From an optimization exercise on the open Yosys and OpenROAD flow, aimed at small area; shortcuts taken in it are not production practice. Function was checked by simulation only, so behaviour that the tests miss may differ from the original. The clock cells of runs 4 to 7 come from the design's own scripts or RTL, not from TritonCTS. No driver is modelled on the clock port, so clock power and skew are understated where the tree is cut down; a real chip needs a root buffer or a tree. Power figures rest on the tool's default switching activity, not on a simulated workload.

==> flow/design.v <==
module wb_ao22 (input logic a, b, c, d, output logic y);
  assign y = (a & b) | (c & d);
endmodule
module wb_aoi22 (input logic a, b, c, d, output logic y);
  assign y = ~((a & b) | (c & d));
endmodule
module wb_aoi222 (input logic a, b, c, d, e, f, output logic y);
  assign y = ~((a & b) | (c & d) | (e & f));
endmodule
module wb_nand2 (input logic a, b, output logic y);
  assign y = ~(a & b);
endmodule
module wb_nor2 (input logic a, b, output logic y);
  assign y = ~(a | b);
endmodule
module wb_rdbit (
  input  logic [31:0] sel,
  input  logic [31:0] val,
  output logic        y
);
  logic [10:0] n;
  for (genvar g = 0; g < 10; g++) begin : g_aoi
    wb_aoi222 u (.a(sel[3*g]), .b(val[3*g]), .c(sel[3*g+1]), .d(val[3*g+1]),
                 .e(sel[3*g+2]), .f(val[3*g+2]), .y(n[g]));
  end
  wb_aoi22 u_last (.a(sel[30]), .b(val[30]), .c(sel[31]), .d(val[31]), .y(n[10]));
  assign y = ~(&n);
endmodule
module wb_dec5 (
  input  logic       en,
  input  logic [4:0] a,
  output logic [31:1] y
);
  logic [3:0] lo_n;
  logic [7:0] hi_n;
  always_comb begin
    for (int j = 0; j < 4; j++) lo_n[j] = !(a[1:0] == 2'(j));
    for (int k = 0; k < 8; k++) hi_n[k] = !(en && a[4:2] == 3'(k));
  end
  for (genvar i = 1; i < 32; i++) begin : g_y
    wb_nor2 u (.a(lo_n[i % 4]), .b(hi_n[i / 4]), .y(y[i]));
  end
endmodule
module wb_cntbit (input logic q, ci, reset, output logic d, co);
  assign d  = !reset && (q ^ ci);
  assign co = q && ci;
endmodule
module wb_regfile #(
  parameter logic [31:0] RESET_PC = 32'h0000_0000
) (
  input  logic        clk,
  input  logic        reset,
  input  logic        in_Jump,
  input  logic        in_MemtoReg,
  input  logic        in_RegWrite,
  input  logic [27:0] in_JumpAddress,
  input  logic [31:0] in_AddFour,
  input  logic [31:0] in_Adder,
  input  logic        in_ANDGate,
  input  logic [31:0] in_ReadData,
  input  logic [31:0] in_ALU,
  input  logic [4:0]  in_WriteRegister,
  input  logic        in_Stall,
  input  logic [4:0]  in_ReadRegister1,
  input  logic [4:0]  in_ReadRegister2,
  output logic [31:0] out_ReadData1,
  output logic [31:0] out_ReadData2,
  output logic [31:0] out_WriteData,
  output logic [31:0] out_PC,
  output logic [31:0] out_WBCount
);
  logic [1023:32] rf_q, rf_d;
  logic [31:0]    pc_q, pc_d;
  logic [31:0]    wb_count_q, wb_count_d;
  logic           commit;
  logic [31:1]    wen, hold;
  assign out_WriteData = in_MemtoReg ? in_ReadData : in_ALU;
  assign commit        = in_RegWrite && (in_WriteRegister != 5'd0) && !reset;
  wb_dec5 u_wdec (.en(commit), .a(in_WriteRegister), .y(wen));
  for (genvar i = 1; i < 32; i++) begin : g_hold
    wb_nor2 u (.a(reset), .b(wen[i]), .y(hold[i]));
  end
  for (genvar i = 1; i < 32; i++) begin : g_reg
    for (genvar b = 0; b < 32; b++) begin : g_bit
      wb_ao22 u_d (.a(wen[i]), .b(out_WriteData[b]), .c(hold[i]),
                   .d(rf_q[32*i+b]), .y(rf_d[32*i+b]));
    end
  end
  logic        byp1, byp2;
  logic [31:0] sel1, sel2;
  assign byp1 = commit && (in_ReadRegister1 == in_WriteRegister);
  assign byp2 = commit && (in_ReadRegister2 == in_WriteRegister);
  assign sel1[0] = byp1;
  assign sel2[0] = byp2;
  wb_dec5 u_rdec1 (.en(!byp1), .a(in_ReadRegister1), .y(sel1[31:1]));
  wb_dec5 u_rdec2 (.en(!byp2), .a(in_ReadRegister2), .y(sel2[31:1]));
  for (genvar b = 0; b < 32; b++) begin : g_rd
    logic [31:0] val;
    assign val[0] = out_WriteData[b];
    for (genvar i = 1; i < 32; i++) begin : g_v
      assign val[i] = rf_q[32*i+b];
    end
    wb_rdbit u_rd1 (.sel(sel1), .val(val), .y(out_ReadData1[b]));
    wb_rdbit u_rd2 (.sel(sel2), .val(val), .y(out_ReadData2[b]));
  end
  logic s_hold, s_jump, s_br, s_seq, s_hi;
  assign s_hold = !reset && in_Stall;
  assign s_jump = !reset && !in_Stall && in_Jump;
  assign s_br   = !reset && !in_Stall && !in_Jump && in_ANDGate;
  assign s_seq  = !reset && !in_Stall && !in_Jump && !in_ANDGate;
  assign s_hi   = s_jump || s_seq;
  for (genvar b = 0; b < 28; b++) begin : g_pc_lo
    logic n1, n2;
    wb_aoi222 u_a (.a(s_hold), .b(pc_q[b]), .c(s_jump), .d(in_JumpAddress[b]),
                   .e(s_br), .f(in_Adder[b]), .y(n1));
    wb_nand2 u_b (.a(s_seq), .b(in_AddFour[b]), .y(n2));
    wb_nand2 u_c (.a(n1), .b(n2), .y(pc_d[b]));
  end
  for (genvar b = 28; b < 32; b++) begin : g_pc_hi
    logic n1;
    wb_aoi222 u_a (.a(s_hold), .b(pc_q[b]), .c(s_hi), .d(in_AddFour[b]),
                   .e(s_br), .f(in_Adder[b]), .y(n1));
    assign pc_d[b] = !n1;
  end
  logic [32:0] cnt_c;
  assign cnt_c[0] = commit;
  for (genvar b = 0; b < 32; b++) begin : g_cnt
    wb_cntbit u (.q(wb_count_q[b]), .ci(cnt_c[b]), .reset(reset),
                 .d(wb_count_d[b]), .co(cnt_c[b+1]));
  end
  always_ff @(posedge clk) begin
    rf_q       <= rf_d;
    pc_q       <= pc_d;
    wb_count_q <= wb_count_d;
  end
  assign out_PC      = pc_q;
  assign out_WBCount = wb_count_q;
endmodule
==> flow/flow/run.sh <==
#!/bin/bash
# Own layout flow: the standard synthesis, then every combinational cell
# set to its smallest drive strength (the layout's repair steps size up where
# needed), then the standard layout with small port buffers and a clock
# tree of clkbuf_8 without dummy loads. Each tool's output goes to its own log.
set -euo pipefail
R=orfs/results/${FLOW_PLATFORM}/wb_regfile/base
LIB=${FLOW_HOME}/platforms/${FLOW_PLATFORM}/lib/sky130_fd_sc_hd__tt_025C_1v80.lib
bash standard.sh synth > flow_synth.log 2>&1
python3 flow/downsize.py "$LIB" "$R/1_2_yosys.v" > flow_downsize.log 2>&1
rm -f "$R/1_synth.odb" "$R/1_synth.sdc"
export BUFFER_PORTS_ARGS="-buffer_cell sky130_fd_sc_hd__buf_1"
export CTS_ARGS="-sink_clustering_enable -repair_clock_nets -buf_list sky130_fd_sc_hd__clkbuf_8 -sink_clustering_size 15 -sink_clustering_max_diameter 60 -dont_use_dummy_load"
bash standard.sh > flow_layout.log 2>&1
==> flow/flow/downsize.py <==
"""Rewrite a mapped netlist so that every combinational cell uses the smallest
drive strength of its kind. Yosys's ABC step sizes the cells that drive module
outputs for a large assumed load; the layout's own repair steps size cells up
again where the real loads need it. Flip-flops are left alone."""
import re
import sys

LIB = sys.argv[1]
NETLIST = sys.argv[2]

area = {}
cell = None
with open(LIB) as f:
    for line in f:
        m = re.match(r'\s*cell\s*\(\s*"?(\w+)"?\s*\)', line)
        if m:
            cell = m.group(1)
        m = re.match(r'\s*area\s*:\s*([\d.]+)', line)
        if m and cell:
            area[cell] = float(m.group(1))

dont_use = re.compile(r'lpflow|probe')
groups = {}
for c, a in area.items():
    m = re.match(r'(sky130_fd_sc_hd__\w+?)_(\d+)$', c)
    if not m or dont_use.search(c):
        continue
    groups.setdefault(m.group(1), []).append((a, 0 if m.group(2) == '1' else 1, c))
smallest = {base: min(v)[2] for base, v in groups.items()}

def target(c):
    m = re.match(r'(sky130_fd_sc_hd__\w+?)_(\d+)$', c)
    if not m:
        return c
    base = m.group(1)
    if re.search(r'__(df|edf|sdf|dl|sedf|conb|tap|fill|decap|diode)', c):
        return c
    return smallest.get(base, c)

swaps = {}
out = []
with open(NETLIST) as f:
    for line in f:
        m = re.match(r'(\s*)(sky130_fd_sc_hd__\w+)(\s+\S+\s*\(.*)', line, re.S)
        if m:
            t = target(m.group(2))
            if t != m.group(2):
                swaps[(m.group(2), t)] = swaps.get((m.group(2), t), 0) + 1
                line = m.group(1) + t + m.group(3)
        out.append(line)
with open(NETLIST, 'w') as f:
    f.writelines(out)
for (a, b), n in sorted(swaps.items()):
    print(f"{n:6d} {a} -> {b}")
==> flow/standard.sh <==
#!/bin/bash
# synth_recipe.tcl (not shown) runs the flow's synth.tcl, then flattens the netlist and writes it again
# the make line also repeats each setting of config.mk as NAME=value (left out here)
make -C /OpenROAD-flow-scripts/flow DESIGN_CONFIG=/design/flow/config.mk WORK_HOME=/design/flow/orfs CLKGATE_MAP_FILE= SYNTH_SCRIPT=/design/flow/synth_recipe.tcl "${@:-finish}"
==> flow/config.mk <==
export PLATFORM = sky130hd
export DESIGN_NAME = wb_regfile
export DESIGN_NICKNAME = wb_regfile
export VERILOG_FILES = /design/flow/design.v
export SDC_FILE = /design/flow/constraint.sdc
export NUM_CORES = 8
export LEC_CHECK = 0
export CAP_MARGIN = 0
export CORE_MARGIN = 2
export CORE_UTILIZATION = 60
export PLACE_DENSITY = 0.7
export SLEW_MARGIN = 0
export SYNTH_HIERARCHICAL = 1
==> flow/constraint.sdc <==
create_clock -name core_clock -period 8.0 [get_ports {clk}]
set_input_delay 1.6000 -clock core_clock [delete_from_list [all_inputs] [get_ports {clk}]]
set_output_delay 1.6000 -clock core_clock [all_outputs]
set_load 0.01 [all_outputs]
==> impl_metrics.yaml, run 1 <==
outcome:
  outcome: "failed layout checks"
  so_faults: "capacitance limit, slew limit"
critical_path:
  cp-startpoint: "in_WriteRegister[2]"
  r2r-end: "wb_count_q[31]"
  reg2reg_from: "wb_count_q[0]"
  required_ns: 8.60
  worstPathMaxFanout: 2
  critPathMaxStageDelay_ns: 0.26
  regToRegSetupSlack_ns: 1.43
  endpoint: "wb_count_q[31]"
  slowest_stage: "ha_1"
  worstSetupEndpointType: "flop"
  worst_r2r_path_depth: 33
  cp.arrival_ns: 8.36
  crit_type: "input port to flop"
  cp_common_cell: "ha_1"
  start_kind: "input port"
clock_network:
  clk_pin_slew_ns: 0.10
  post-cts-setup-buffers: 0
  htreeDepth: 3
  numCtsBuffers: 82
  clk-insertion-delay-late_ns: 0.72
  cts.sinks: 1056
  cts.path.max_buffers: 3
  clockRootBuffer: "clkbuf_8"
  tritoncts: "done"
place:
  post-place-ws_ns: -0.5551
  place_congestion: 0.9774
  port_buffers: 337
  dp_hpwl_um: 109900
pwr:
  pwr-share-comb_pct: 8.2
  pwr-share-clk_pct: 30.3
  peakVddDrop_uv: 146.5
  p_int_w: 0.006366
  netSwitchingFraction_pct: 26.83
  seqPwrFrac_pct: 61.4
  p_leak_nw: 16.45
  power_w: 0.008699
  switching_power_w: 0.002334
  power_density_mw_per_mm2: 189.7
timing:
  timing.final.hold_violations: 0
  max_freq_mhz: 128.9
  setup_viol: 0
  rsz0062_at_grt: "no"
  finalWorstSetupSlack_ns: 0.2394
  post-route-period-util_pct: 97.01
  report.final.slew_viol_count: 66
  max_slew.worst_pin.slew_ns: 1.513
  relSlewSlack_pct: -1.124
  fin_skew_ns: 0.01855
  min_period_ns: 7.761
cells_and_area:
  syn2layout_area_growth_pct: 12.32
  nets: 4128
  final_cell_mix: "dfxtp_1, a22o_1, a222oi_1, buf_1, nand4_1"
  layout_commonest_cell: "dfxtp_1"
  drive_above_1_share_pct: 8.478
hold_path:
  hold_class: "flop to flop"
logic_synthesis:
  synth_warnings: 8
  syn_area_mm2: 0.04082
  avgSynthCellArea_um2: 11.95
  synth_nets: 3627
  synth_cells: 3417
floorplan:
  dieArea_mm2: 0.07014
  die_h_um: 264.8
  rows: 95
  initial_utilization_pct: 60.68
  coreArea_mm2: 0.06728
  ios: 338
  die-width_um: 264.8
global_route:
  antenna_found_initial: 18
  grt_overflow: 0
  grt_max_degree: 38
  grt_use_total_pct: 51.50
  grt_pass1_vias: 41330
  grt_pass1_wl_um: 271400
route:
  ant_nets: 0
  routed_via_density: 8.925
  wirelength_um: 190100
  routed-via-count: 42890
  drc: 0
  dr.first_iter.drc_count: 11320
  firstDrtPassIters: 17
  wl_per_cell_um: 39.56
run:
  cap_violations: 3
## metrics by stage
stage | hold WS [ns] | utilization, % | cells | TNS, ns | instance area, um2
final | 0.4983 | 68.16 | 4805 | 0 | 45850
after detailed placement | 0.4765 | 66.37 | 4707 | -1.174 | 44650
after global placement | 0.4682 | 66.37 | 4707 | -1.091 | 44650
after CTS | 0.5002 | 68.05 | 4789 | 0 | 45780
after floorplan | 0.4599 | - | 3417 | 0 | 40820
after global routing | 0.5159 | 68.11 | 4793 | 0 | 45820
## area by class of cell
type                       instances  area [um2]
sequential                      1056       21140
inverter                           4       15.01
antenna                           16       40.04
fill                            5119       21420
multi-input combinational       2321       20280
tap                              873        1092
clock buffer                      82        1129
timing repair buffer             453        2153
## what timing repair did
action                                  CTS  global route
hold buffers                              0             0
resized for setup                         0             6
endpoints found under the setup margin    0             2
## worst max-delay path, delay by kind of cell
family / cells / cell delay (ns)
and+or+nand+nor: 2 / 0.37
AOI/OAI and AO/OA: 1 / 0.13
buffers and inverters: 2 / 0.27
adders and majority gates: 32 / 5.97
## routing by layer
metal / wire (um) / GRT usage [%] / vias to the layer above
met2: 75970 / 71.46 / 4675
met5: 76 / 1.317 / -
met1: 62380 / 61.67 / 20340
met3: 32020 / 20.30 / 1218
met4: 19650 / 44.97 / 8
li1: - / - / 16650
## power by group through the flow
stage / sequential [W] / clock, W / combinational [W]
floorplan: 0.00546 / 0 / 0.000293
global placement: 0.00546 / 0 / 0.000643
detailed placement: 0.00546 / 0 / 0.000659
CTS: 0.00534 / 0.00260 / 0.000661
global route: 0.00535 / 0.00279 / 0.000707
finish: 0.00534 / 0.00264 / 0.000717
## worst min-delay path by stage
stage	slack, ns	endpoint	from	cells after the start
finish	0.50	pc_q[29]	pc_q[29]	2
global route	0.52	rf_q[548]	rf_q[548]	1
CTS	0.50	pc_q[29]	pc_q[29]	2
detailed placement	0.48	rf_q[231]	rf_q[231]	1
global placement	0.47	pc_q[31]	pc_q[31]	2
floorplan	0.46	rf_q[100]	rf_q[100]	1
## sequential cells by signal, indices dropped and copies added (netlist names)
| register | count |
|---|---|
| rf_q | 992 |
| wb_count_q | 32 |
| pc_q | 32 |
==> run 2, diff against run 1 <==
--- a/flow/config.mk
+++ b/flow/config.mk
@@ -5,9 +5,9 @@
 export SDC_FILE = /design/flow/constraint.sdc
 export NUM_CORES = 8
 export LEC_CHECK = 0
-export CAP_MARGIN = 0
+export CAP_MARGIN = 20
 export CORE_MARGIN = 2
 export CORE_UTILIZATION = 60
 export PLACE_DENSITY = 0.7
-export SLEW_MARGIN = 0
+export SLEW_MARGIN = 20
 export SYNTH_HIERARCHICAL = 1
==> impl_metrics.yaml, run 2 <==
run:
  cap_violations: 0
floorplan:
  die-width_um: 264.8
  coreArea_mm2: 0.06728
  die_h_um: 264.8
  rows: 95
  initial_utilization_pct: 60.68
  dieArea_mm2: 0.07014
  ios: 338
timing:
  post-route-period-util_pct: 96.84
  max_slew.worst_pin.slew_ns: 1.316
  timing.final.hold_violations: 0
  finalWorstSetupSlack_ns: 0.2526
  report.final.slew_viol_count: 0
  relSlewSlack_pct: 12.04
  fin_skew_ns: 0.07297
  min_period_ns: 7.747
  finalSetupTns_ns: 0
  rsz0062_at_grt: "no"
  setup_viol: 0
  max_freq_mhz: 129.1
place:
  port_buffers: 337
  dp_hpwl_um: 111400
  post-place-ws_ns: -0.5361
  dp_cells: 4716
  place_congestion: 0.9774
critical_path:
  worstSetupEndpointType: "flop"
  r2r-end: "wb_count_q[31]"
  endpoint: "wb_count_q[31]"
  cp.arrival_ns: 8.36
  worst_r2r_path_depth: 33
  required_ns: 8.61
  reg2reg_from: "wb_count_q[0]"
  regToRegSetupSlack_ns: 1.36
  worstPathMaxFanout: 2
  cp_common_cell: "ha_1"
  critPathMaxStageDelay_ns: 0.26
  crit_type: "input port to flop"
  cp-startpoint: "in_WriteRegister[0]"
  slowest_stage: "ha_1"
  start_kind: "input port"
global_route:
  antenna_found_initial: 14
  grt_max_degree: 38
  grt_pass1_wl_um: 273800
  grt_overflow: 0
  grt_pass1_vias: 41370
  grt_use_total_pct: 52.08
clock_network:
  clk_pin_slew_ns: 0.09
  numCtsBuffers: 82
  htreeDepth: 3
  cts.path.max_buffers: 3
  clockRootBuffer: "clkbuf_8"
  post-cts-setup-buffers: 0
  cts.sinks: 1056
  tritoncts: "done"
  clk-insertion-delay-late_ns: 0.75
hold_path:
  hold_class: "flop to flop"
cells_and_area:
  final_cell_mix: "dfxtp_1, a22o_1, a222oi_1, buf_1, nand4_1"
  nets: 4160
  layout.cells.non_filler: 4838
  regMostFlops: "rf_q"
  layout_commonest_cell: "dfxtp_1"
  largest_reg_flops: 992
  n_fill_cell: 4964
  syn2layout_area_growth_pct: 14.20
  utilization_pct: 69.30
  largestRegisters: "rf_q: 992 flops, pc_q: 32 flops, wb_count_q: 32 flops"
  drive_above_1_share_pct: 9.195
pwr:
  power_density_mw_per_mm2: 187.3
  p_leak_nw: 16.79
  power_w: 0.008733
  peakVddDrop_uv: 137.7
route:
  routed-via-count: 43230
  wl_per_cell_um: 39.56
  wirelength_um: 191400
  ant_nets: 0
  dr.first_iter.drc_count: 11680
  drc: 0
  routed_via_density: 8.935
  firstDrtPassIters: 15
logic_synthesis:
  synth_nets: 3627
  avgSynthCellArea_um2: 11.95
  synth_cells: 3417
  syn_area_mm2: 0.04082
  synth_warnings: 8
outcome:
  outcome: "finished clean"
[run 2: area by class of cell]
| type | count | area (um2) | area share [%] |
|---|---|---|---|
| inverters | 4 | 15.01 | 0.03221 |
| diodes | 17 | 42.54 | 0.09125 |
| flip-flops and latches | 1056 | 21140 | 45.35 |
| clock buffers | 82 | 1129 | 2.421 |
| well taps | 873 | 1092 | 2.343 |
| repair buffers | 485 | 2932 | 6.288 |
| multi-input cells | 2321 | 20270 | 43.48 |
[run 2: timing repair]
| item | 4_1_cts | 5_1_grt |
|---|---|---|
| resized for setup | 0 | 3 |
| hold buffers | 0 | 0 |
| endpoints found under the setup margin | 0 | 1 |
[run 2: worst min-delay path by stage]
stage / from / endpoint / slack, ns / cells after the start
after floorplan: rf_q[100] / rf_q[100] / 0.46 / 1
after global placement: pc_q[31] / pc_q[31] / 0.47 / 2
after detailed placement: rf_q[231] / rf_q[231] / 0.48 / 1
after CTS: pc_q[16] / pc_q[16] / 0.50 / 2
after global routing: rf_q[256] / rf_q[256] / 0.51 / 1
final: pc_q[16] / pc_q[16] / 0.50 / 2
[run 2: critical path: cells and delay by family]
kind                       cells  cell delay, ns
AOI/OAI and AO/OA              1            0.14
adders and majority gates     32            6.02
buffers and inverters          2            0.27
and+or+nand+nor                2            0.32
[run 2: report_power, final]
group	switching [W]	total [W]	internal (W)
combinational	0.000583	0.000745	0.000162
sequential	0.0000394	0.00534	0.00530
clock	0.00173	0.00264	0.000919
[run 2: stage by stage]
step / hold WS, ns / instance area (um2)
floorplan: 0.4599 / 40820
global placement: 0.4682 / 44650
detailed placement: 0.4780 / 44890
CTS: 0.4971 / 46020
global route: 0.5132 / 46580
finish: 0.4959 / 46620
[run 2: metal layers]
metal | vias up | share of wire, % | GRT usage (%)
met3 | 1258 | 17 | 21.54
met5 | - | 0.074 | 0.9009
li1 | 16710 | - | -
met2 | 4691 | 40 | 72.46
met1 | 20560 | 33 | 62.77
met4 | 12 | 10 | 42.48
==> run 3, diff against run 2 <==
--- a/flow/design.v
+++ b/flow/design.v
@@ -9,9 +9,6 @@
 endmodule
 module wb_nand2 (input logic a, b, output logic y);
   assign y = ~(a & b);
-endmodule
-module wb_nor2 (input logic a, b, output logic y);
-  assign y = ~(a | b);
 endmodule
 module wb_rdbit (
   input  logic [31:0] sel,
@@ -26,19 +23,35 @@
   wb_aoi22 u_last (.a(sel[30]), .b(val[30]), .c(sel[31]), .d(val[31]), .y(n[10]));
   assign y = ~(&n);
 endmodule
+module wb_and2 (input logic a, b, output logic y);
+  assign y = a & b;
+endmodule
+module wb_o21a (input logic a, b, c, output logic y);
+  assign y = (a | b) & c;
+endmodule
+module wb_predec (
+  input  logic       en,
+  input  logic [4:0] a,
+  output logic [3:0] lo, lo_n,
+  output logic [7:0] hi, hi_n
+);
+  always_comb begin
+    for (int j = 0; j < 4; j++) lo[j] = a[1:0] == 2'(j);
+    for (int k = 0; k < 8; k++) hi[k] = en && a[4:2] == 3'(k);
+    lo_n = ~lo;
+    hi_n = ~hi;
+  end
+endmodule
 module wb_dec5 (
   input  logic       en,
   input  logic [4:0] a,
   output logic [31:1] y
 );
-  logic [3:0] lo_n;
-  logic [7:0] hi_n;
-  always_comb begin
-    for (int j = 0; j < 4; j++) lo_n[j] = !(a[1:0] == 2'(j));
-    for (int k = 0; k < 8; k++) hi_n[k] = !(en && a[4:2] == 3'(k));
-  end
+  logic [3:0] lo, lo_n;
+  logic [7:0] hi, hi_n;
+  wb_predec u_pre (.en(en), .a(a), .lo(lo), .lo_n(lo_n), .hi(hi), .hi_n(hi_n));
   for (genvar i = 1; i < 32; i++) begin : g_y
-    wb_nor2 u (.a(lo_n[i % 4]), .b(hi_n[i / 4]), .y(y[i]));
+    wb_and2 u (.a(lo[i % 4]), .b(hi[i / 4]), .y(y[i]));
   end
 endmodule
 module wb_cntbit (input logic q, ci, reset, output logic d, co);
@@ -76,9 +89,15 @@
   logic [31:1]    wen, hold;
   assign out_WriteData = in_MemtoReg ? in_ReadData : in_ALU;
   assign commit        = in_RegWrite && (in_WriteRegister != 5'd0) && !reset;
-  wb_dec5 u_wdec (.en(commit), .a(in_WriteRegister), .y(wen));
-  for (genvar i = 1; i < 32; i++) begin : g_hold
-    wb_nor2 u (.a(reset), .b(wen[i]), .y(hold[i]));
+  logic [3:0] wlo, wlo_n;
+  logic [7:0] whi, whi_n;
+  logic       reset_n;
+  assign reset_n = !reset;
+  wb_predec u_wpre (.en(commit), .a(in_WriteRegister), .lo(wlo), .lo_n(wlo_n),
+                    .hi(whi), .hi_n(whi_n));
+  for (genvar i = 1; i < 32; i++) begin : g_wsel
+    wb_and2 u_w (.a(wlo[i % 4]), .b(whi[i / 4]), .y(wen[i]));
+    wb_o21a u_h (.a(wlo_n[i % 4]), .b(whi_n[i / 4]), .c(reset_n), .y(hold[i]));
   end
   for (genvar i = 1; i < 32; i++) begin : g_reg
     for (genvar b = 0; b < 32; b++) begin : g_bit
==> flow/flow/run.sh (replaced) <==
#!/bin/bash
# Own layout flow: the standard synthesis, then every combinational cell
# resized by its load (flow/size.py; the layout's repair steps still size up
# where needed), then the standard layout with small port buffers and a clock
# tree of clkbuf_8 without dummy loads. Each tool's output goes to its own log.
set -euo pipefail
R=orfs/results/${FLOW_PLATFORM}/wb_regfile/base
LIB=${FLOW_HOME}/platforms/${FLOW_PLATFORM}/lib/sky130_fd_sc_hd__tt_025C_1v80.lib
bash standard.sh synth > flow_synth.log 2>&1
python3 flow/size.py "$LIB" "$R/1_2_yosys.v" > flow_size.log 2>&1
rm -f "$R/1_synth.odb" "$R/1_synth.sdc"
export BUFFER_PORTS_ARGS="-buffer_cell sky130_fd_sc_hd__buf_1"
export CTS_ARGS="-sink_clustering_enable -repair_clock_nets -buf_list sky130_fd_sc_hd__clkbuf_8 -sink_clustering_size 15 -sink_clustering_max_diameter 60 -dont_use_dummy_load"
bash standard.sh > flow_layout.log 2>&1
==> flow/flow/size.py (new file) <==
"""Resize the combinational cells of a mapped netlist by their load.

Yosys's ABC step sizes cells for an assumed load, not the real one: it makes
cells that drive module outputs large and leaves cells that drive a whole row
or column of the register array small. This script gives every combinational
cell the smallest-area variant of its kind (same function and pins) whose
max_capacitance covers an estimate of its load (input pin capacitance plus a
wire allowance per pin), preferring the stronger variant when areas tie.
Flip-flops are left alone. The layout's repair steps still fix whatever this
estimate gets wrong."""
import re
import sys
from collections import defaultdict

LIB, NETLIST = sys.argv[1], sys.argv[2]
WIRE_PER_PIN = 2.0e-3   # pF of wire allowance per load pin
WIRE_BASE = 5.0e-3      # pF per net
MARGIN = 0.8            # use at most this fraction of max_capacitance

text = open(LIB).read()
cells = {}
for m in re.finditer(r'\n    cell \("(\w+)"\) \{', text):
    name = m.group(1)
    j = text.find('\n    cell (', m.end())
    body = text[m.end():j if j > 0 else len(text)]
    area = float(re.search(r'area : ([\d.]+)', body).group(1))
    pins = {}
    for pm in re.finditer(r'\n        pin \("(\w+)"\) \{(.*?)\n        \}', body, re.S):
        pb = pm.group(2)
        d = re.search(r'direction : "?(\w+)', pb)
        c = re.search(r'\n\s*capacitance : ([\d.]+)', pb)
        mc = re.search(r'max_capacitance : ([\d.]+)', pb)
        pins[pm.group(1)] = (d.group(1) if d else '', float(c.group(1)) if c else 0.0,
                             float(mc.group(1)) if mc else None)
    cells[name] = (area, pins, 'ff' in body[:2000] and re.search(r'\n\s*ff \(', body) is not None)

skip = re.compile(r'__(df|edf|sdf|dl|sedf|conb|tap|fill|decap|diode|probe)|lpflow')
variants = defaultdict(list)
for name, (area, pins, seq) in cells.items():
    m = re.match(r'(sky130_fd_sc_hd__\w+?)_(\d+)$', name)
    if m and not skip.search(name) and not seq:
        outs = [p for p, v in pins.items() if v[0] == 'output']
        mc = min((pins[p][2] or 0.0) for p in outs) if outs else 0.0
        variants[m.group(1)].append((area, -mc, name, mc))

net_text = open(NETLIST).read()
inst_re = re.compile(r'(\n\s*)(sky130_fd_sc_hd__\w+)(\s+\S+\s*\()(.*?)(\);)', re.S)
pin_re = re.compile(r'\.(\w+)\(\s*(.*?)\s*\)\s*(?:,|$)', re.S)

insts = []
load = defaultdict(float)
npins = defaultdict(int)
for m in inst_re.finditer(net_text):
    cell = m.group(2)
    conns = pin_re.findall(m.group(4))
    insts.append((m, cell, conns))
    pins = cells.get(cell, (0, {}, False))[1]
    for p, n in conns:
        if p in pins and pins[p][0] == 'input':
            load[n] += pins[p][1]
            npins[n] += 1
# output ports get a port buffer
ports = set()
for m in re.finditer(r'\n\s*output\s+(\[(\d+):(\d+)\]\s*)?(\w+);', net_text):
    if m.group(1):
        for b in range(int(m.group(3)), int(m.group(2)) + 1):
            ports.add(f'{m.group(4)}[{b}]')
    else:
        ports.add(m.group(4))
for m in re.finditer(r'\n\s*assign\s+(.*?)\s*=\s*(.*?);', net_text):
    lhs, rhs = m.group(1), m.group(2)
    if lhs in ports or lhs.split('[')[0] in {p.split('[')[0] for p in ports}:
        ports.add(rhs)
for p in ports:
    load[p] += 0.0024
    npins[p] += 1

def choose(cell, cap):
    m = re.match(r'(sky130_fd_sc_hd__\w+?)_(\d+)$', cell)
    if not m or m.group(1) not in variants or skip.search(cell):
        return cell
    opts = sorted(variants[m.group(1)])
    need = cap / MARGIN
    for area, _, name, mc in opts:
        if mc >= need:
            return name
    return max(opts, key=lambda v: v[3])[2]

out = []
last = 0
swaps = defaultdict(int)
for m, cell, conns in insts:
    pins = cells.get(cell, (0, {}, False))[1]
    outs = [n for p, n in conns if p in pins and pins[p][0] == 'output']
    cap = max((load[n] + WIRE_PER_PIN * npins[n] + WIRE_BASE for n in outs), default=0.0)
    new = choose(cell, cap)
    if new != cell:
        swaps[(cell, new)] += 1
    out.append(net_text[last:m.start(2)])
    out.append(new)
    last = m.end(2)
out.append(net_text[last:])
open(NETLIST, 'w').write(''.join(out))
for (a, b), n in sorted(swaps.items()):
    print(f'{n:6d} {a} -> {b}')
removed: flow/flow/downsize.py
==> impl_metrics.yaml, run 3 <==
timing:
  max_freq_mhz: 129.2
  post-route-period-util_pct: 96.74
  timing.final.hold_violations: 0
  report.final.slew_viol_count: 0
  relSlewSlack_pct: 9.215
  setup_viol: 0
  rsz0062_at_grt: "no"
  max_slew.worst_pin.slew_ns: 1.362
  hold_ws_ns: 0.5088
  min_period_ns: 7.740
  fin_skew_ns: 0.01973
global_route:
  grt_max_degree: 36
  antenna_found_initial: 18
  grt_pass1_wl_um: 276100
  grt_overflow: 0
  grt_pass1_vias: 41880
  grt_use_total_pct: 52.48
cells_and_area:
  nets: 4075
  layout_commonest_cell: "dfxtp_1"
  largest_reg_flops: 992
  utilization_pct: 66.23
  largestRegisters: "rf_q: 992 flops, pc_q: 32 flops, wb_count_q: 32 flops"
  drive_above_1_share_pct: 8.543
  regMostFlops: "rf_q"
  final_cell_mix: "dfxtp_1, a22o_1, a222oi_1, buf_1, nand4_1"
  layout.cells.non_filler: 4809
  syn2layout_area_growth_pct: 9.335
place:
  port_buffers: 337
  dp_hpwl_um: 108700
  place_congestion: 0.9424
  dp_cells: 4713
pwr:
  seqPwrFrac_pct: 61.2
  netSwitchingFraction_pct: 27.26
  pwr-share-clk_pct: 30.5
  peakVddDrop_uv: 142.5
  switching_power_w: 0.002381
  p_int_w: 0.006354
  pwr-share-comb_pct: 8.3
  power_density_mw_per_mm2: 192.3
  p_leak_nw: 16.39
critical_path:
  critPathMaxStageDelay_ns: 0.43
  required_ns: 8.62
  cp_common_cell: "ha_1"
  start_kind: "input port"
  cp.arrival_ns: 8.36
  crit_type: "input port to flop"
  regToRegSetupSlack_ns: 1.85
  worstSetupEndpointType: "flop"
  worstPathMaxFanout: 3
  slowest_stage: "o311a_4"
floorplan:
  die-width_um: 267.2
  die_h_um: 267.2
  rows: 96
  dieArea_mm2: 0.07137
  coreArea_mm2: 0.06859
  initial_utilization_pct: 60.58
  ios: 338
route:
  wl_met2_um: 78700
  routed-via-count: 43600
  dr_wl_met3_um: 33760
  drc: 0
  routed_via_density: 9.067
  top_layer: "met5"
  wl_met1_um: 64520
  firstDrtPassIters: 17
  ant_nets: 0
  wirelength_um: 198000
  dr.first_iter.drc_count: 12110
  wl_per_cell_um: 41.18
outcome:
  outcome: "finished clean"
hold_path:
  hold_class: "flop to flop"
logic_synthesis:
  syn_area_mm2: 0.04155
  synth_cells: 3440
  synth_nets: 3650
  synth_warnings: 8
  avgSynthCellArea_um2: 12.08
clock_network:
  cts-resized-gates: 0
  post-cts-setup-buffers: 0
  clk_pin_slew_ns: 0.10
  clk-insertion-delay-late_ns: 0.74
  htreeDepth: 3
  tritoncts: "done"
  cts.path.max_buffers: 3
  cts.sinks: 1056
  clockRootBuffer: "clkbuf_8"
  numCtsBuffers: 81
  cts_hold_buf: 0
run:
  cap_violations: 0
## run 3: metal layers
metal | GRT usage, % | vias to the layer above
met5 | 0.5544 | -
met4 | 46.37 | 14
met3 | 22.79 | 1444
met2 | 73.34 | 4891
met1 | 60.81 | 20690
li1 | - | 16560
## run 3: per-stage QoR
step	cell area [um2]	total power (W)	setup TNS, ns	worst slack, ns
final	45430	0.008735	0	0.2604
after global routing	45400	0.008844	0	0.01244
after CTS	45380	0.008606	0	0.1652
after floorplan	41600	0.005772	0	0.009696
after detailed placement	44270	0.006120	-1.296	-0.5930
after global placement	44270	0.006098	-1.249	-0.5772
## run 3: final timing paths
kind / from / end / cells past startpoint
worst max-delay path: in_WriteRegister[2] / wb_count_q[31] / 36
worst min-delay path: rf_q[830] / rf_q[830] / 1
worst max register to register: wb_count_q[0] / wb_count_q[31] / 33
worst min register to register: rf_q[830] / rf_q[830] / 1
## run 3: area by class of cell
cell class,instances,area (um2)
clock buffer,81,1115
tap,931,1165
multi-input combinational,2331,20270
antenna,15,37.54
fill,5289,23160
sequential,1056,21140
inverter,5,18.77
timing repair buffer,390,1679
## run 3: worst max-delay path: cells and delay by family
kind                     cells  cell delay [ns]
AO/OA/AOI/OAI                1             0.43
buffers and inverters        1             0.18
AND/OR/NAND/NOR              2             0.53
adder cells (fa/ha/maj)     32             5.61
## run 3: power by group through the flow
stage | clock network (W) | logic, W | registers [W]
4_1_cts | 0.00261 | 0.000659 | 0.00534
3_5_place_dp | 0 | 0.000658 | 0.00546
3_3_place_gp | 0 | 0.000640 | 0.00546
6_report | 0.00266 | 0.000727 | 0.00534
2_1_floorplan | 0 | 0.000313 | 0.00546
5_1_grt | 0.00279 | 0.000706 | 0.00535
==> run 4, diff against run 3 <==
--- a/flow/design.v
+++ b/flow/design.v
@@ -122,7 +122,8 @@
     wb_rdbit u_rd1 (.sel(sel1), .val(val), .y(out_ReadData1[b]));
     wb_rdbit u_rd2 (.sel(sel2), .val(val), .y(out_ReadData2[b]));
   end
-  logic s_hold, s_jump, s_br, s_seq, s_hi;
+  logic        s_hold, s_jump, s_br, s_seq, s_hi;
+  logic [31:0] pc_n;
   assign s_hold = !reset && in_Stall;
   assign s_jump = !reset && !in_Stall && in_Jump;
   assign s_br   = !reset && !in_Stall && !in_Jump && in_ANDGate;
@@ -133,13 +134,20 @@
     wb_aoi222 u_a (.a(s_hold), .b(pc_q[b]), .c(s_jump), .d(in_JumpAddress[b]),
                    .e(s_br), .f(in_Adder[b]), .y(n1));
     wb_nand2 u_b (.a(s_seq), .b(in_AddFour[b]), .y(n2));
-    wb_nand2 u_c (.a(n1), .b(n2), .y(pc_d[b]));
+    wb_nand2 u_c (.a(n1), .b(n2), .y(pc_n[b]));
   end
   for (genvar b = 28; b < 32; b++) begin : g_pc_hi
     logic n1;
     wb_aoi222 u_a (.a(s_hold), .b(pc_q[b]), .c(s_hi), .d(in_AddFour[b]),
                    .e(s_br), .f(in_Adder[b]), .y(n1));
-    assign pc_d[b] = !n1;
+    assign pc_n[b] = !n1;
+  end
+  for (genvar b = 0; b < 32; b++) begin : g_pc_rst
+    if (RESET_PC[b]) begin : g_one
+      assign pc_d[b] = pc_n[b] | reset;
+    end else begin : g_zero
+      assign pc_d[b] = pc_n[b];
+    end
   end
   logic [32:0] cnt_c;
   assign cnt_c[0] = commit;
==> flow/flow/run.sh (replaced) <==
#!/bin/bash
# Own layout flow: the standard synthesis, then every combinational cell
# resized by its load (flow/size.py; the layout's repair steps still size up
# where needed), then the standard layout with small port buffers and a clock
# tree of clkbuf_16 without dummy loads, whose two lowest levels are then
# turned into inverters (flow/clkinv.tcl). Each tool's output goes to its own log.
set -euo pipefail
R=orfs/results/${FLOW_PLATFORM}/wb_regfile/base
LIB=${FLOW_HOME}/platforms/${FLOW_PLATFORM}/lib/sky130_fd_sc_hd__tt_025C_1v80.lib
bash standard.sh synth > flow_synth.log 2>&1
python3 flow/size.py "$LIB" "$R/1_2_yosys.v" > flow_size.log 2>&1
rm -f "$R/1_synth.odb" "$R/1_synth.sdc"
export BUFFER_PORTS_ARGS="-buffer_cell sky130_fd_sc_hd__buf_1"
export POST_CTS_TCL="$PWD/flow/post_cts.tcl"
export CTS_ARGS="-sink_clustering_enable -repair_clock_nets -buf_list sky130_fd_sc_hd__clkbuf_16 -sink_clustering_size 25 -sink_clustering_max_diameter 100 -dont_use_dummy_load"
bash standard.sh > flow_layout.log 2>&1
==> flow/flow/clkinv.tcl (new file) <==
# Replace the last two levels of the clock tree (the buffers that drive the
# flip-flops, and the buffers that drive only those) by inverters, so every
# flip-flop still sees two inversions and the clock polarity is unchanged.
# Inverters drive as well as buffers of the same strength for less area.
proc clk_tree_to_inverters { leaf_master mid_master } {
  set block [ord::get_db_block]
  set db [ord::get_db]
  set leafm [$db findMaster $leaf_master]
  set midm [$db findMaster $mid_master]
  set is_buf {}
  foreach inst [$block getInsts] {
    set m [[$inst getMaster] getName]
    if {[string match "*__clkbuf_*" $m]} {
      set out [[$inst findITerm X] getNet]
      if {$out eq "NULL"} continue
      if {[$out getSigType] ne "CLOCK"} continue
      dict set is_buf [$inst getName] $inst
    }
  }
  # children of each buffer
  set leaves {}
  set parents {}
  dict for {name inst} $is_buf {
    set out [[$inst findITerm X] getNet]
    set nbuf 0; set nff 0; set nother 0
    foreach it [$out getITerms] {
      if {[$it isOutputSignal]} continue
      set ci [$it getInst]
      if {[dict exists $is_buf [$ci getName]]} { incr nbuf } elseif {[string match "*__df*" [[$ci getMaster] getName]]} { incr nff } else { incr nother }
    }
    dict set kind $name [list $nbuf $nff $nother]
  }
  # leaves: drive flip-flops only; parents: drive leaves only
  dict for {name inst} $is_buf {
    lassign [dict get $kind $name] nbuf nff nother
    if {$nff > 0 && $nbuf == 0 && $nother == 0} { lappend leaves $name }
  }
  set ok 1
  dict for {name inst} $is_buf {
    lassign [dict get $kind $name] nbuf nff nother
    if {$nbuf == 0} continue
    set out [[$inst findITerm X] getNet]
    set all_leaf 1; set any_leaf 0
    foreach it [$out getITerms] {
      if {[$it isOutputSignal]} continue
      set cn [[$it getInst] getName]
      if {[lsearch -exact $leaves $cn] >= 0} { set any_leaf 1 } else { set all_leaf 0 }
    }
    if {$any_leaf && !$all_leaf} { set ok 0 }
    if {$any_leaf && $all_leaf} { lappend parents $name }
  }
  # every leaf must have a parent in the set
  foreach l $leaves {
    set in [[[dict get $is_buf $l] findITerm A] getNet]
    set drv ""
    foreach it [$in getITerms] { if {[$it isOutputSignal]} { set drv [[$it getInst] getName] } }
    if {[lsearch -exact $parents $drv] < 0} { set ok 0 }
  }
  puts "clk_tree_to_inverters: [llength $leaves] leaves, [llength $parents] parents, ok=$ok"
  if {!$ok} { return 0 }
  foreach l $leaves { replace_with_inverter $block [dict get $is_buf $l] $leafm }
  foreach p $parents { replace_with_inverter $block [dict get $is_buf $p] $midm }
  global_connect
  return 1
}

proc replace_with_inverter { block inst master } {
  set name [$inst getName]
  set loc [$inst getLocation]
  set orient [$inst getOrient]
  set in [[$inst findITerm A] getNet]
  set out [[$inst findITerm X] getNet]
  odb::dbInst_destroy $inst
  set new [odb::dbInst_create $block $master $name]
  [$new findITerm A] connect $in
  [$new findITerm Y] connect $out
  $new setOrient $orient
  $new setLocation [lindex $loc 0] [lindex $loc 1]
  $new setPlacementStatus PLACED
}
==> flow/flow/post_cts.tcl (new file) <==
# POST_CTS hook: turn the two lowest levels of the clock tree into inverters.
source [file join [file dirname [info script]] clkinv.tcl]
clk_tree_to_inverters sky130_fd_sc_hd__inv_12 sky130_fd_sc_hd__inv_12
==> impl_metrics.yaml, run 4 <==
cells_and_area:
  final_cell_mix: "dfxtp_1, a22o_1, a222oi_1, buf_1, nand4_1"
  regMostFlops: "rf_q"
  layout_commonest_cell: "dfxtp_1"
  largest_reg_flops: 992
  multiInputGateArea_mm2: 0.02028
  n_fill_cell: 5297
  nets: 4043
  syn2layout_area_growth_pct: 8.601
  final-seq-area_mm2: 0.02114
  drive_above_1_share_pct: 7.831
  largestRegisters: "rf_q: 992 flops, pc_q: 32 flops, wb_count_q: 32 flops"
timing:
  setup_viol: 0
  finalSetupTns_ns: 0
  max_slew.worst_pin.slew_ns: 1.359
  report.final.slew_viol_count: 0
  fin_skew_ns: 0.01835
  rsz0062_at_grt: "no"
  max_freq_mhz: 129.1
  hold_ws_ns: 0.5075
  finalWorstSetupSlack_ns: 0.2548
  min_period_ns: 7.745
  timing.final.hold_violations: 0
  relSlewSlack_pct: 9.379
  post-route-period-util_pct: 96.82
clock_network:
  clk_pin_slew_ns: 0.11
  clk-insertion-delay-late_ns: 0.62
  cts.sinks: 1056
critical_path:
  cp_common_cell: "ha_1"
  start_kind: "input port"
  required_ns: 8.51
  cp.arrival_ns: 8.25
  worstSetupEndpointType: "flop"
  critPathMaxStageDelay_ns: 0.39
  slowest_stage: "or3_4"
  crit_type: "input port to flop"
  worstPathMaxFanout: 3
  regToRegSetupSlack_ns: 1.86
place:
  dp_hpwl_um: 108700
  port_buffers: 337
  post-place-ws_ns: -0.5930
  place_congestion: 0.9424
global_route:
  grt_overflow: 0
  grt_use_total_pct: 52.31
  grt_pass1_vias: 41720
  antenna_found_initial: 14
  grt_max_degree: 36
  grt_pass1_wl_um: 275400
pwr:
  power_density_mw_per_mm2: 188.0
  power_w: 0.008482
  peakVddDrop_uv: 230.9
  p_leak_nw: 16.17
route:
  wl_per_cell_um: 41.41
  drc: 0
  dr.first_iter.drc_count: 12080
  ant_nets: 0
  wirelength_um: 197700
  routed-via-count: 43160
  routed_via_density: 9.041
  firstDrtPassIters: 17
logic_synthesis:
  avgSynthCellArea_um2: 12.08
  synth_nets: 3650
  syn_area_mm2: 0.04155
  synth_cells: 3440
  synth_warnings: 8
hold_path:
  hold_class: "flop to flop"
floorplan:
  rows: 96
  dieArea_mm2: 0.07137
  initial_utilization_pct: 60.58
  ios: 338
  die-width_um: 267.2
  die_h_um: 267.2
  coreArea_mm2: 0.06859
outcome:
  outcome: "finished clean"
run:
  cap_violations: 0
[run 4: report_power, final]
part	switching [W]	total (W)	internal [W]
registers	0.0000392	0.00535	0.00531
clock network	0.00208	0.00240	0.000326
logic	0.000589	0.000729	0.000141
total	0.00270	0.00848	0.00578
[run 4: final timing paths]
check | from | endpoint | cells after the start
setup reg to reg | wb_count_q[0] | wb_count_q[31] | 33
hold reg to reg | rf_q[709] | rf_q[709] | 1
setup / recovery | in_WriteRegister[2] | wb_count_q[31] | 36
hold / removal | rf_q[709] | rf_q[709] | 1
[run 4: worst max-delay path: cells and delay by family]
| family | cells | cell delay, ns |
|---|---|---|
| buffers and inverters | 1 | 0.17 |
| AOI/OAI and AO/OA | 1 | 0.37 |
| and+or+nand+nor | 2 | 0.51 |
| adders and majority gates | 32 | 5.59 |
[run 4: cell type report, clock buffers not listed]
cell class	instances	area share, %
Tap cell	931	2.582
Antenna cell	11	0.06100
Timing Repair Buffer	391	3.771
Sequential cell	1056	46.85
Inverter	52	1.736
Multi-Input combinational cell	2331	44.94
[run 4: metrics by stage]
stage               instances  area (um2)  util [%]
floorplan                3440       41600         -
finish                   4773       45120     65.79
global route             4767       45110     65.77
detailed placement       4713       44270     64.54
global placement         4713       44270     64.54
[run 4: routing by layer]
layer / vias up / global-route usage [%] / part of all wire, %
li1: 16530 / - / -
met1: 20480 / 60.15 / 32
met2: 4739 / 73.56 / 40
met3: 1390 / 22.78 / 17
met4: 18 / 45.95 / 11
met5: - / 2.148 / 0.16
==> run 5, diff against run 4 <==
==> flow/flow/run.sh (replaced) <==
#!/bin/bash
# Own layout flow: the standard synthesis, then every combinational cell
# resized by its load (flow/size.py; the layout's repair steps still size up
# where needed), then the standard layout with small port buffers and a clock
# tree of clkbuf_8 without dummy loads, whose two lowest levels are then
# turned into inverters (flow/clkinv.tcl). Each tool's output goes to its own log.
set -euo pipefail
R=orfs/results/${FLOW_PLATFORM}/wb_regfile/base
LIB=${FLOW_HOME}/platforms/${FLOW_PLATFORM}/lib/sky130_fd_sc_hd__tt_025C_1v80.lib
bash standard.sh synth > flow_synth.log 2>&1
python3 flow/size.py "$LIB" "$R/1_2_yosys.v" > flow_size.log 2>&1
rm -f "$R/1_synth.odb" "$R/1_synth.sdc"
export BUFFER_PORTS_ARGS="-buffer_cell sky130_fd_sc_hd__buf_1"
export POST_CTS_TCL="$PWD/flow/post_cts.tcl"
export CTS_ARGS="-sink_clustering_enable -repair_clock_nets -buf_list sky130_fd_sc_hd__clkbuf_8 -sink_clustering_size 15 -sink_clustering_max_diameter 60 -dont_use_dummy_load"
bash standard.sh > flow_layout.log 2>&1
==> flow/flow/post_cts.tcl (replaced) <==
# POST_CTS hook: turn the two lowest levels of the clock tree into inverters.
source [file join [file dirname [info script]] clkinv.tcl]
clk_tree_to_inverters sky130_fd_sc_hd__inv_8 sky130_fd_sc_hd__inv_8
==> impl_metrics.yaml, run 5 <==
outcome:
  outcome: "finished clean"
logic_synthesis:
  synth_warnings: 8
  avgSynthCellArea_um2: 12.08
  syn_area_mm2: 0.04155
  synth_cells: 3440
  synth_nets: 3650
pwr:
  p_leak_nw: 16.31
  power_density_mw_per_mm2: 190.4
  peakVddDrop_uv: 163.1
  power_w: 0.008614
timing:
  timing.final.hold_violations: 0
  report.final.slew_viol_count: 0
  setup_viol: 0
  rsz0062_at_grt: "no"
  max_slew.worst_pin.slew_ns: 1.361
  post-route-period-util_pct: 96.88
  max_freq_mhz: 129.0
  min_period_ns: 7.751
  fin_skew_ns: 0.01463
  relSlewSlack_pct: 9.238
cells_and_area:
  final_cell_mix: "dfxtp_1, a22o_1, a222oi_1, buf_1, nand4_1"
  largestRegisters: "rf_q: 992 flops, pc_q: 32 flops, wb_count_q: 32 flops"
  largest_reg_flops: 992
  layout.cells.non_filler: 4807
  layout_commonest_cell: "dfxtp_1"
  nets: 4076
  syn2layout_area_growth_pct: 8.869
  drive_above_1_share_pct: 8.566
  regMostFlops: "rf_q"
route:
  routed_via_density: 9.020
  dr.first_iter.drc_count: 12320
  drc: 0
  wl_per_cell_um: 41.13
  routed-via-count: 43360
  ant_nets: 0
  firstDrtPassIters: 20
  wirelength_um: 197700
critical_path:
  crit_type: "input port to flop"
  r2r-end: "wb_count_q[31]"
  worstPathMaxFanout: 2
  worst_r2r_path_depth: 33
  cp.arrival_ns: 8.37
  worstSetupEndpointType: "flop"
  slowest_stage: "o311a_4"
  required_ns: 8.62
  cp_common_cell: "ha_1"
  regToRegSetupSlack_ns: 1.83
  critPathMaxStageDelay_ns: 0.43
  reg2reg_from: "wb_count_q[0]"
  start_kind: "input port"
place:
  dp_cells: 4713
  port_buffers: 337
  place_congestion: 0.9424
  dp_hpwl_um: 108700
hold_path:
  hold_path_end: "rf_q[535]"
  holdPathStages: 1
  hold_class: "flop to flop"
  min_from: "rf_q[535]"
clock_network:
  clk-insertion-delay-late_ns: 0.75
  clk_pin_slew_ns: 0.09
  cts.sinks: 1056
floorplan:
  dieArea_mm2: 0.07137
  initial_utilization_pct: 60.58
  die_h_um: 267.2
  die-width_um: 267.2
  coreArea_mm2: 0.06859
  ios: 338
  rows: 96
global_route:
  grt_use_total_pct: 52.41
  grt_max_degree: 36
  grt_overflow: 0
  antenna_found_initial: 18
  grt_pass1_vias: 41860
  grt_pass1_wl_um: 275900
run:
  cap_violations: 0
==> run 5: cell type report, clock buffers not listed <==
cell class | instances | area (um2)
antenna | 12 | 30.03
timing repair buffer | 391 | 1699
fill | 5310 | 23350
tap | 931 | 1165
inverter | 85 | 919.6
multi-input combinational | 2331 | 20270
sequential | 1056 | 21140
==> run 5: worst max path at each step <==
stage	from	end	slack, ns	depth (start not counted)
finish	in_WriteRegister[2]	wb_count_q[31]	0.25	36
global route	in_WriteRegister[2]	wb_count_q[31]	0.03	36
detailed placement	in_WriteRegister[2]	wb_count_q[31]	-0.59	36
global placement	in_WriteRegister[2]	wb_count_q[31]	-0.58	36
floorplan	in_WriteRegister[2]	wb_count_q[31]	0.01	35
==> run 5: critical path: cells and delay by family <==
family,cells,cell delay (ns)
adders and majority gates,32,5.61
buffers and inverters,1,0.20
and+or+nand+nor,2,0.53
AOI/OAI and AO/OA,1,0.43
==> run 5: routing by layer <==
| metal | vias to the layer above | part of all wire (%) | GRT usage (%) |
|---|---|---|---|
| met3 | 1405 | 18 | 23.57 |
| met5 | - | 0.078 | 0.7623 |
| met2 | 4756 | 40 | 73.04 |
| met4 | 18 | 11 | 46.77 |
| met1 | 20570 | 32 | 60.16 |
| li1 | 16610 | - | - |
==> run 5: per-stage QoR <==
step	worst slack [ns]	cell area, um2	TNS [ns]	utilization (%)	hold slack, ns
finish	0.2494	45230	0	65.95	0.5042
global route	0.02562	45220	0	65.94	0.5140
detailed placement	-0.5930	44270	-1.296	64.54	0.4750
global placement	-0.5772	44270	-1.249	64.54	0.4723
floorplan	0.009696	41600	0	-	0.4599
==> run 5: where the power goes <==
| part | internal, W | switching [W] | total, W |
|---|---|---|---|
| clock network | 0.000351 | 0.00219 | 0.00254 |
| registers | 0.00531 | 0.0000392 | 0.00535 |
| logic | 0.000140 | 0.000587 | 0.000727 |
| total | 0.00580 | 0.00282 | 0.00861 |
==> run 6, diff against run 5 <==
--- a/flow/design.v
+++ b/flow/design.v
@@ -54,9 +54,26 @@
     wb_and2 u (.a(lo[i % 4]), .b(hi[i / 4]), .y(y[i]));
   end
 endmodule
-module wb_cntbit (input logic q, ci, reset, output logic d, co);
-  assign d  = !reset && (q ^ ci);
-  assign co = q && ci;
+module wb_cnt_even (input logic q, ci, reset_n, output logic d, co_n);
+  logic x;
+  wb_nand2 u_c (.a(q), .b(ci), .y(x));
+  assign co_n = x;
+  assign d    = (q | ci) & x & reset_n;
+endmodule
+module wb_cnt_odd (input logic q, ci_n, reset, output logic d, co);
+  logic t;
+  wb_and2b u_c (.a_n(ci_n), .b(q), .y(co));
+  wb_xor2  u_x (.a(q), .b(ci_n), .y(t));
+  wb_nor2  u_d (.a(reset), .b(t), .y(d));
+endmodule
+module wb_and2b (input logic a_n, b, output logic y);
+  assign y = !a_n && b;
+endmodule
+module wb_xor2 (input logic a, b, output logic y);
+  assign y = a ^ b;
+endmodule
+module wb_nor2 (input logic a, b, output logic y);
+  assign y = ~(a | b);
 endmodule
 module wb_regfile #(
   parameter logic [31:0] RESET_PC = 32'h0000_0000
@@ -151,9 +168,11 @@
   end
   logic [32:0] cnt_c;
   assign cnt_c[0] = commit;
-  for (genvar b = 0; b < 32; b++) begin : g_cnt
-    wb_cntbit u (.q(wb_count_q[b]), .ci(cnt_c[b]), .reset(reset),
-                 .d(wb_count_d[b]), .co(cnt_c[b+1]));
+  for (genvar b = 0; b < 32; b += 2) begin : g_cnt
+    wb_cnt_even u_e (.q(wb_count_q[b]), .ci(cnt_c[b]), .reset_n(reset_n),
+                     .d(wb_count_d[b]), .co_n(cnt_c[b+1]));
+    wb_cnt_odd  u_o (.q(wb_count_q[b+1]), .ci_n(cnt_c[b+1]), .reset(reset),
+                     .d(wb_count_d[b+1]), .co(cnt_c[b+2]));
   end
   always_ff @(posedge clk) begin
     rf_q       <= rf_d;
==> flow/flow/run.sh (replaced) <==
#!/bin/bash
# Own layout flow: the standard synthesis, then every combinational cell
# resized by its load (flow/size.py; the layout's repair steps still size up
# where needed), then the standard layout with small port buffers and a clock
# tree of clkbuf_16 without dummy loads, whose two lowest levels are then
# turned into inverters (flow/clkinv.tcl). Each tool's output goes to its own log.
set -euo pipefail
R=orfs/results/${FLOW_PLATFORM}/wb_regfile/base
LIB=${FLOW_HOME}/platforms/${FLOW_PLATFORM}/lib/sky130_fd_sc_hd__tt_025C_1v80.lib
bash standard.sh synth > flow_synth.log 2>&1
python3 flow/size.py "$LIB" "$R/1_2_yosys.v" > flow_size.log 2>&1
rm -f "$R/1_synth.odb" "$R/1_synth.sdc"
export BUFFER_PORTS_ARGS="-buffer_cell sky130_fd_sc_hd__buf_1"
export POST_CTS_TCL="$PWD/flow/post_cts.tcl"
export CTS_ARGS="-sink_clustering_enable -repair_clock_nets -buf_list sky130_fd_sc_hd__clkbuf_16 -sink_clustering_size 25 -sink_clustering_max_diameter 100 -dont_use_dummy_load"
bash standard.sh > flow_layout.log 2>&1
==> flow/flow/post_cts.tcl (replaced) <==
# POST_CTS hook: turn the two lowest levels of the clock tree into inverters.
source [file join [file dirname [info script]] clkinv.tcl]
clk_tree_to_inverters sky130_fd_sc_hd__inv_12 sky130_fd_sc_hd__inv_12
==> impl_metrics.yaml, run 6 <==
critical_path:
  regToRegSetupSlack_ns: 2.67
  critPathMaxStageDelay_ns: 0.94
  start_kind: "input port"
  worstPathMaxFanout: 32
  cp_top_family: "simple AND/OR/NAND/NOR gates"
  required_ns: 6.40
  cp.arrival_ns: 6.17
  worst_r2r_path_depth: 33
  path_cells: "buf_1, or3_1, o311a_1, buf_4, nand4_1, and4bb_2, and2_2, a222oi_1, nand4_1, or3_1, buf_1"
  worstSetupEndpointType: "primary output"
  reg2reg_from: "wb_count_q[0]"
  path_buf_inv: 3
  slowest_stage: "nand4_1"
  r2r-end: "wb_count_q[31]"
  crit_type: "input port to primary output"
run:
  cap_violations: 0
cells_and_area:
  design_area_mm2: 0.04496
  largest_reg_flops: 992
  layout_commonest_cell: "dfxtp_1"
  final_cell_mix: "dfxtp_1, a22o_1, a222oi_1, buf_1, nand4_1"
  nets: 4031
  drive_above_1_share_pct: 7.868
  final-seq-area_mm2: 0.02114
  largestRegisters: "rf_q: 992 flops, pc_q: 32 flops, wb_count_q: 32 flops"
  utilization_pct: 65.67
  layout.cells.non_filler: 4748
  n_fill_cell: 5428
  syn2layout_area_growth_pct: 8.431
  regMostFlops: "rf_q"
  multiInputGateArea_mm2: 0.02015
timing:
  timing.final.hold_violations: 0
  max_freq_mhz: 128.7
  min_period_ns: 7.771
  relSlewSlack_pct: 9.296
  setup_viol: 0
  fin_skew_ns: 0.008303
  max_slew.worst_pin.slew_ns: 1.361
  finalWorstSetupSlack_ns: 0.2289
  report.final.slew_viol_count: 0
  finalSetupTns_ns: 0
  post-route-period-util_pct: 97.14
  rsz0062_at_grt: "no"
floorplan:
  die-width_um: 266.9
  rows: 96
  ios: 338
  die_h_um: 266.9
  coreArea_mm2: 0.06847
  initial_utilization_pct: 60.56
  dieArea_mm2: 0.07122
pwr:
  peakVddDrop_uv: 284.7
  p_leak_nw: 15.90
  power_density_mw_per_mm2: 189.0
clock_network:
  cts.sinks: 1056
  clk_pin_slew_ns: 0.11
  clk-insertion-delay-late_ns: 0.54
route:
  ant_nets: 0
  routed-via-count: 43860
  firstDrtPassIters: 22
  wl_per_cell_um: 43.02
  wirelength_um: 204300
  routed_via_density: 9.237
  drc: 0
  dr.first_iter.drc_count: 12110
global_route:
  grt_pass1_wl_um: 283100
  antenna_found_initial: 17
  grt_max_degree: 48
  grt_use_total_pct: 54.11
  grt_pass1_vias: 41480
  grt_overflow: 0
hold_path:
  hold_class: "flop to flop"
  holdPathStages: 1
  min_from: "rf_q[891]"
  hold_path_end: "rf_q[891]"
place:
  post-place-ws_ns: 0.8071
  dp_hpwl_um: 113300
  port_buffers: 337
  place_congestion: 1.031
  place_area_mm2: 0.04409
  dp_cells: 4684
outcome:
  outcome: "finished clean"
logic_synthesis:
  syn_area_mm2: 0.04146
  synth_nets: 3633
  synth_warnings: 8
  avgSynthCellArea_um2: 12.00
  synth_cells: 3455
run 6: final cells by class, clock buffers not listed:
class | count | share of cell area (%)
Timing Repair Buffer | 396 | 3.829
Antenna cell | 15 | 0.08349
Multi-Input combinational cell | 2346 | 44.81
Inverter | 52 | 1.742
Sequential cell | 1056 | 47.02
Tap cell | 882 | 2.455
run 6: metal layers:
metal | share of wire (%) | vias up | global-route usage (%) | wire length, um
met5 | 0.20 | - | 3.673 | 405
met4 | 11 | 16 | 46.02 | 21770
met3 | 18 | 1477 | 25.03 | 37050
met2 | 39 | 5054 | 74.12 | 79790
met1 | 32 | 20700 | 63.40 | 65240
li1 | - | 16610 | - | -
run 6: worst max-delay path by stage:
| stage | from | to | slack (ns) | cells past startpoint |
|---|---|---|---|---|
| final | in_WriteRegister[1] | out_ReadData2[16] | 0.23 | 11 |
| after floorplan | reset | wb_count_q[31] | 1.47 | 35 |
| after detailed placement | in_WriteRegister[1] | wb_count_q[31] | 0.81 | 36 |
| after global placement | in_WriteRegister[1] | wb_count_q[31] | 1.08 | 36 |
| after global routing | in_WriteRegister[1] | out_ReadData2[16] | 0.33 | 11 |
run 6: stage by stage:
step / power (W) / hold WS (ns)
5_1_grt: 0.008619 / 0.5153
3_3_place_gp: 0.006120 / 0.4719
3_5_place_dp: 0.006139 / 0.4762
6_report: 0.008496 / 0.5116
2_1_floorplan: 0.005772 / 0.4599
run 6: report_power, final:
| group | total (W) | switching (W) | leakage [nW] | internal [W] |
|---|---|---|---|---|
| registers | 0.00535 | 0.0000408 | 8.52 | 0.00531 |
| clock network | 0.00239 | 0.00207 | 0.355 | 0.000326 |
| logic | 0.000751 | 0.000608 | 7.02 | 0.000143 |
| total | 0.00850 | 0.00272 | 15.9 | 0.00578 |
==> run 7, diff against run 6 <==
--- a/flow/design.v
+++ b/flow/design.v
@@ -6,6 +6,12 @@
 endmodule
 module wb_aoi222 (input logic a, b, c, d, e, f, output logic y);
   assign y = ~((a & b) | (c & d) | (e & f));
+endmodule
+module wb_mux2i (input logic s, a1, a0, output logic y);
+  assign y = ~(s ? a1 : a0);
+endmodule
+module wb_inv (input logic a, output logic y);
+  assign y = ~a;
 endmodule
 module wb_nand2 (input logic a, b, output logic y);
   assign y = ~(a & b);
@@ -104,7 +110,11 @@
   logic [31:0]    wb_count_q, wb_count_d;
   logic           commit;
   logic [31:1]    wen, hold;
-  assign out_WriteData = in_MemtoReg ? in_ReadData : in_ALU;
+  logic [31:0] wd_n;
+  for (genvar b = 0; b < 32; b++) begin : g_wd
+    wb_mux2i u_m (.s(in_MemtoReg), .a1(in_ReadData[b]), .a0(in_ALU[b]), .y(wd_n[b]));
+    wb_inv   u_i (.a(wd_n[b]), .y(out_WriteData[b]));
+  end
   assign commit        = in_RegWrite && (in_WriteRegister != 5'd0) && !reset;
   logic [3:0] wlo, wlo_n;
   logic [7:0] whi, whi_n;
==> impl_metrics.yaml, run 7 <==
timing:
  setup_viol: 0
  finalWorstSetupSlack_ns: 0.6122
  timing.final.hold_violations: 0
  max_slew.worst_pin.slew_ns: 1.337
  min_period_ns: 7.388
  relSlewSlack_pct: 10.86
  finalSetupTns_ns: 0
  max_freq_mhz: 135.4
  post-route-period-util_pct: 92.35
  rsz0062_at_grt: "no"
  fin_skew_ns: 0.009646
  report.final.slew_viol_count: 0
logic_synthesis:
  synth_warnings: 8
  avgSynthCellArea_um2: 11.92
  synth_nets: 3661
  synth_cells: 3483
  syn_area_mm2: 0.04153
cells_and_area:
  syn2layout_area_growth_pct: 8.171
  largest_reg_flops: 992
  drive_above_1_share_pct: 7.451
  final_cell_mix: "dfxtp_1, a22o_1, a222oi_1, buf_1, nand4_1"
  regMostFlops: "rf_q"
  nets: 4045
  largestRegisters: "rf_q: 992 flops, pc_q: 32 flops, wb_count_q: 32 flops"
  layout_commonest_cell: "dfxtp_1"
floorplan:
  coreArea_mm2: 0.06859
  rows: 96
  ios: 338
  die_h_um: 267.1
  initial_utilization_pct: 60.55
  die-width_um: 267.1
  dieArea_mm2: 0.07133
route:
  wirelength_um: 198800
  drc: 0
  ant_nets: 0
  routed-via-count: 43750
  dr.first_iter.drc_count: 12660
  wl_per_cell_um: 41.40
  firstDrtPassIters: 17
  routed_via_density: 9.109
critical_path:
  worstPathMaxFanout: 19
  cp-startpoint: "in_WriteRegister[3]"
  cp.arrival_ns: 5.79
  required_ns: 6.40
  worstSetupEndpointType: "primary output"
  crit_type: "input port to primary output"
  start_kind: "input port"
  reg2reg_from: "wb_count_q[0]"
place:
  port_buffers: 337
  dp_hpwl_um: 112800
  post-place-ws_ns: 0.2981
  place_congestion: 1.008
pwr:
  power_w: 0.008435
  p_leak_nw: 16.01
  p_int_w: 0.005767
  seqPwrFrac_pct: 63.4
  power_density_mw_per_mm2: 187.8
  netSwitchingFraction_pct: 31.63
  switching_power_w: 0.002668
  pwr-share-clk_pct: 28.1
  peakVddDrop_uv: 269.4
  pwr-share-comb_pct: 8.4
global_route:
  antenna_found_initial: 16
  grt_max_degree: 48
  grt_use_total_pct: 52.87
  grt_overflow: 0
  grt_pass1_wl_um: 278700
  grt_pass1_vias: 41700
run:
  cap_violations: 0
clock_network:
  cts.sinks: 1056
  clk-insertion-delay-late_ns: 0.57
  clk_pin_slew_ns: 0.05
hold_path:
  hold_class: "flop to flop"
  min_from: "pc_q[5]"
outcome:
  outcome: "finished clean"
-- run 7: cell count changes in the layout (fill, tap and decap cells not counted), moves of 2 or more --
| cell | before | now |
|---|---|---|
| buf_1 | 336 | 333 |
| and2_4 | 4 | 2 |
| diode_2 | 15 | 7 |
| o21a_2 | 28 | 30 |
| clkbuf_2 | 1 | 4 |
| mux2i_1 | 0 | 32 |
| inv_2 | 5 | 37 |
| mux2_2 | 32 | 0 |
| buf_4 | 58 | 41 |
| o21a_4 | 3 | 1 |
| and2_2 | 89 | 91 |
-- run 7: power by group through the flow --
stage | clock, W | sequential (W) | combinational, W
floorplan | 0 | 0.00546 | 0.000312
global placement | 0 | 0.00546 | 0.000633
detailed placement | 0 | 0.00546 | 0.000649
global route | 0.00253 | 0.00536 | 0.000695
finish | 0.00237 | 0.00535 | 0.000711
-- run 7: cell type report, clock buffers not listed --
| class | count | area, um2 |
|---|---|---|
| sequential | 1056 | 21140 |
| tap | 931 | 1165 |
| multi-input combinational | 2346 | 20090 |
| antenna | 7 | 17.52 |
| timing repair buffer | 378 | 1578 |
| fill | 5344 | 23670 |
| inverter | 84 | 903.4 |
-- run 7: worst max-delay path: stages --
cell,delay [ns]
clkbuf_2,0.30
or3_1,0.17
o311a_1,0.42
nand4_1,0.35
and4bb_2,0.39
and2_2,0.43
buf_4,0.35
a222oi_1,0.58
nand3_1,0.46
or3_1,0.53
buf_1,0.17
-- run 7: worst paths after layout --
| check | end | slack (ns) | cells past startpoint |
|---|---|---|---|
| hold / removal | pc_q[5] | 0.50 | 2 |
| setup / recovery | out_ReadData1[22] | 0.61 | 11 |
| hold reg to reg | pc_q[5] | 0.50 | 2 |
| setup reg to reg | wb_count_q[31] | 2.65 | 33 |
-- run 7: layer usage --
metal	global-route usage, %	up-vias	share of wire (%)
li1	-	16630	-
met1	61.47	20910	33
met2	72.85	4830	39
met3	28.59	1366	19
met4	39.33	16	9.3
met5	0	-	0.058
-- run 7: through the flow --
stage / instances / instance area, um2 / util [%] / hold slack, ns
floorplan: 3483 / 41530 / - / 0.4599
global placement: 4748 / 44100 / 64.30 / 0.4719
global route: 4796 / 44900 / 65.47 / 0.5182
detailed placement: 4748 / 44100 / 64.30 / 0.4789
finish: 4803 / 44920 / 65.50 / 0.5001

-- afterwards: timing with drivers on the ports --
Ports are ideal in the flow. The routed layouts listed here were re-timed in OpenROAD.
Step 1 (the two cells are an assumption about what drives the block):
set clk [get_ports {clk}]
set_driving_cell -lib_cell sky130_fd_sc_hd__clkbuf_16 $clk
set_driving_cell -lib_cell sky130_fd_sc_hd__buf_2 [delete_from_list [all_inputs] $clk]
Step 2 also shifts input and output timing later by t, the mid clock arrival at the registers, as if the neighbouring blocks saw the same clock.
a / b / c = ideal ports / drivers / drivers and shift; a / b = the first two.
run | shift t [ns] | setup slack, ns | worst setup path after step 2 | slew at the worst register clock pin (ns) | worst slew at a driven data input, ns
run 1 | 0.768 | 0.239 / 0.278 / -0.490 | input to register | 0.10 / 0.10 | 0.19
run 2 | 0.791 | 0.253 / 0.298 / -0.493 | input to register | 0.10 / 0.10 | 0.23
run 3 | 0.790 | 0.260 / 0.291 / -0.483 | input to register | 0.11 / 0.11 | 0.11
run 4 | 0.654 | 0.255 / 0.298 / -0.357 | input to register | 0.12 / 0.12 | 0.11
run 5 | 0.800 | 0.249 / 0.263 / -0.503 | input to register | 0.11 / 0.11 | 0.12
run 6 | 0.616 | 0.229 / 0.205 / 0.205 | input to output | 0.12 / 0.12 | 0.18
run 7 | 0.633 | 0.612 / 0.586 / 0.431 | input to register | 0.12 / 0.12 | 0.08
For run 5, which loses most, drivers alone change the setup slack by +0.014 ns; drivers and shift together by -0.752 ns.
